From an optimization exercise on the open Yosys and OpenROAD flow, aimed at small area and a short achievable clock period; shortcuts taken in it are not production practice.
The RTL was checked by simulation tests, not by an equivalence proof against the original design.

Design branch_detect_top, start of the top module:
module branch_detect_top (
  input  logic          w_IssueFifoFire_1,
  input  logic          rstn,
  input  logic          i_pkt_valid,
  input  logic [935:0]  i_pkt,
  output logic          o_issue_valid,
  output logic [939:0]  o_issue,
  output logic          o_redirect_valid,
  output logic [31:0]   o_redirect
);
Size: ~5700 cells after synthesis, ~1900 I/O pins, about 76000 um^2 of cells after synthesis.
clock: 8.0 ns
lec_check: 0
cap_margin: 20
core_area: 4 4 1196 180
cts_cluster_diameter: 50
cts_cluster_size: 25
die_area: 0 0 1200 184
place_density: 0.45
setup_slack_margin: 5
slew_margin: 20
standard.sh (not shown) runs the stock make flow with config.mk's settings and CLKGATE_MAP_FILE= SYNTH_SCRIPT=/design/flow/synth_recipe.tcl, a recipe that flattens the netlist after the stock synthesis.
==> flow/flow/run.sh <==
#!/bin/bash
# Standard ORFS layout, except that every port gets a small buf_1 as its
# buffer instead of the default pick (clkdlybuf4s50_1), which is larger
# and slower.
set -uo pipefail
bash standard.sh \
  'BUFFER_PORTS_ARGS=-buffer_cell sky130_fd_sc_hd__buf_1' \
  finish > standard.log 2>&1
Change:
- CORE_AREA: 4 4 1196 180 -> 4 4 996 216
- DIE_AREA: 0 0 1200 184 -> 0 0 1000 220
- PLACE_DENSITY: 0.45 -> 0.5
Result: Area after synthesis stays the same; wire length grows by about a fifth; die area decreases slightly; sequential share of layout area climbs by 1.0 points; global-route usage went up by 3.4 points; setup slack gains 0.16 ns; worst hold slack gets worse by 0.0096 ns; synthesized cell count stays the same.


## run A
Starting RTL as in the previous note.
==> flow/config.mk <==
export PLATFORM = sky130hd
export DESIGN_NAME = branch_detect_top
export DESIGN_NICKNAME = branch_detect_top
export VERILOG_FILES = /design/flow/design.v
export SDC_FILE = /design/flow/constraint.sdc
export NUM_CORES = 4
export LEC_CHECK = 0
export CAP_MARGIN = 20
export CORE_AREA = 4 4 436 436
export DIE_AREA = 0 0 440 440
export SLEW_MARGIN = 20
==> flow/constraint.sdc <==
create_clock -name core_clock -period 8.0 [get_ports {w_IssueFifoFire_1}]
set_input_delay 1.6000 -clock core_clock [delete_from_list [all_inputs] [get_ports {w_IssueFifoFire_1}]]
set_output_delay 1.6000 -clock core_clock [all_outputs]
set_load 0.01 [all_outputs]
==> flow/flow/run.sh <==
#!/bin/bash
# Standard ORFS layout with two placement options changed:
#  - every port still gets a buffer, but a small buf_1 instead of the
#    default pick (clkdlybuf4s50_1), which is larger and slower;
#  - pins may sit one routing track apart, which lets the die shrink.
set -uo pipefail
bash standard.sh \
  'BUFFER_PORTS_ARGS=-buffer_cell sky130_fd_sc_hd__buf_1' \
  'PLACE_PINS_ARGS=-min_distance 1 -min_distance_in_tracks' \
  finish > standard.log 2>&1
Run A got as far as 5_1_grt, where a tool error ended the run.
The following lists how run B was set up differently from run A:
Settings: setting CTS_CLUSTER_DIAMETER to 50 for the first time; setting SETUP_SLACK_MARGIN to 5 for the first time; changing CORE_AREA from 4 4 436 436 to 4 4 996 216; changing DIE_AREA from 0 0 440 440 to 0 0 1000 220; setting CTS_CLUSTER_SIZE to 25 for the first time.
==> flow/flow/run.sh <==
#!/bin/bash
set -uo pipefail
bash standard.sh \
  'BUFFER_PORTS_ARGS=-buffer_cell sky130_fd_sc_hd__buf_1' \
  SETUP_SLACK_MARGIN=5.3 \
  finish > standard.log 2>&1
### Flow results
Run B | status: complete | timing, DRC, antenna: pass. Compared to run A, run B has number of resized instances in the post-cts repair step 3269 higher. Of run B and run A, run B shows the lower effective utilization at floorplan, with run A above it. In run B, the number of buffers inserted by post-CTS setup repair came out 14 above the value in run A.
For run C, these inputs were changed with respect to run B:
Settings: PLACE_DENSITY now 0.45, previously not set.
--- a/flow/flow/run.sh
+++ b/flow/flow/run.sh
@@ -1,0 +2,3 @@
+# Standard ORFS layout, except that every port gets a small buf_1 as its
+# buffer instead of the default pick (clkdlybuf4s50_1), which is larger
+# and slower.
@@ -5 +7,0 @@
-  SETUP_SLACK_MARGIN=5.3 \
--- outcome ---
Overall fraction of global-route tracks in use ended up 6.9 points lower on run C than on run B.
Cell depth of the worst hold path of run B is on par with run C.
As far as effective utilization at floorplan goes, run C and run B are indistinguishable; the numbers are identical.
Run C: PASS, flow complete, no timing, DRC or antenna violations
Max met3 usage across run B and run C: run B
Modified inputs, run D compared to run C
Settings: DIE_AREA changed from 0 0 1000 220 to 0 0 500 500; CTS_CLUSTER_DIAMETER removed (was 50); CORE_AREA changed from 4 4 996 216 to 4 4 496 496; SETUP_SLACK_MARGIN removed (was 5); CTS_CLUSTER_SIZE removed (was 25); PLACE_DENSITY removed (was 0.45).
==> flow/flow/run.sh <==
#!/bin/bash
# Standard ORFS layout with two placement options changed:
#  - every port still gets a buffer, but a small buf_1 instead of the
#    default pick (clkdlybuf4s50_1), which is larger and slower;
#  - pins may sit one routing track apart, which lets the die shrink.
set -uo pipefail
bash standard.sh \
  'BUFFER_PORTS_ARGS=-buffer_cell sky130_fd_sc_hd__buf_1' \
  'PLACE_PINS_ARGS=-min_distance 1 -min_distance_in_tracks' \
  finish > standard.log 2>&1
--- outcome ---
- Run D: aborted in 5_1_grt (tool error)
- Run D vs run C: worst setup timing slack at the placement stage down
- Run D vs run C: maximum level of the CTS H-tree up in run D
- Going from run C to run D, weighted congestion reported at the end of routability-driven placement higher, horizontal extent of the die lower, share of synthesized registers carrying an async set or reset roughly the same, total clock buffers created by CTS higher, cell area after placement roughly the same.
- Compared with run C, in run D half-perimeter wire length of the detailed placement result picked up an extra about 20%; count of different cell masters after synthesis neither gained nor lost much.
- Run D: number of cells upsized or downsized after cts is 730 lower than what run C reported.
- Count of placed standard cells including taps was higher in run D than in run C.
The following lists how run E was set up differently from run D:
Settings: an added CTS_CLUSTER_DIAMETER of 60; a change of DIE_AREA from 0 0 500 500 to 0 0 560 560; a change of CORE_AREA from 4 4 496 496 to 4 4 556 556; an added CTS_CLUSTER_SIZE of 30; an added SETUP_SLACK_MARGIN of 5.
--- a/flow/flow/run.sh
+++ b/flow/flow/run.sh
@@ -2 +2 @@
-# Standard ORFS layout with two placement options changed:
+# Standard ORFS layout with two changes to how it is placed:
@@ -5 +5,3 @@
-#  - pins may sit one routing track apart, which lets the die shrink.
+#  - the pin placer keeps each packet input bit next to the output bit it
+#    becomes (i_pkt[j] beside o_issue[j+4]), so that bit's three pipeline
+#    registers can sit in a short chain between its two pins.
@@ -6,0 +9,4 @@
+groups=""
+for ((j = 0; j < 936; j++)); do
+  groups+=" -group_pins {i_pkt[$j] o_issue[$((j + 4))]}"
+done
@@ -9 +15 @@
-  'PLACE_PINS_ARGS=-min_distance 1 -min_distance_in_tracks' \
+  "PLACE_PINS_ARGS=$groups" \
--- outcome ---
Run E ended with every stage complete and zero timing, DRC or antenna violations. As far as flip-flop and latch count after synthesis goes, run D and run E are indistinguishable; the numbers are identical. Cell count after synthesis: run E vs run D identical. Number of cells in the design after placement went up by a little under 10% going from run D to run E. Relative to run D, H-tree depth reported by CTS has gone down in run E. Compare run E and run D | post-cts gate resize count higher: run E. Compared with run D, HPWL reported at the end of detailed placement in run E decreased by a few percent.

[port drivers added, routing unchanged]
Ports are ideal in the flow. The routed layouts listed here were re-timed in OpenROAD.
Step 1 sets driving cells, clkbuf_16 on the clock port and buf_2 on the other inputs (assumed; they add their load-dependent delay and slew).
Step 2 moves the port delays by t, midway between the first and last clock arrival at a register: inputs arrive t later, outputs are due t later. That takes back most of the time a late clock gives input paths.
Slacks: no drivers / after step 1 / after step 2; pairs: no drivers / after step 1.
run	t, ns	slack for setup (ns)	pins driven straight from the clock port
the first run of note 1	0.949	4.791 / 4.893 / 3.944	1
the second run of note 1	0.934	4.955 / 4.845 / 4.222	1
run B	0.950	4.962 / 4.850 / 4.310	1
run C	0.924	4.955 / 4.839 / 4.227	1
run E	0.929	4.950 / 4.853 / 4.088	1
After both steps every run listed still meets setup and hold. The setup slack of run E, which loses most, moves by -0.097 ns with the drivers and by -0.862 ns with both steps.
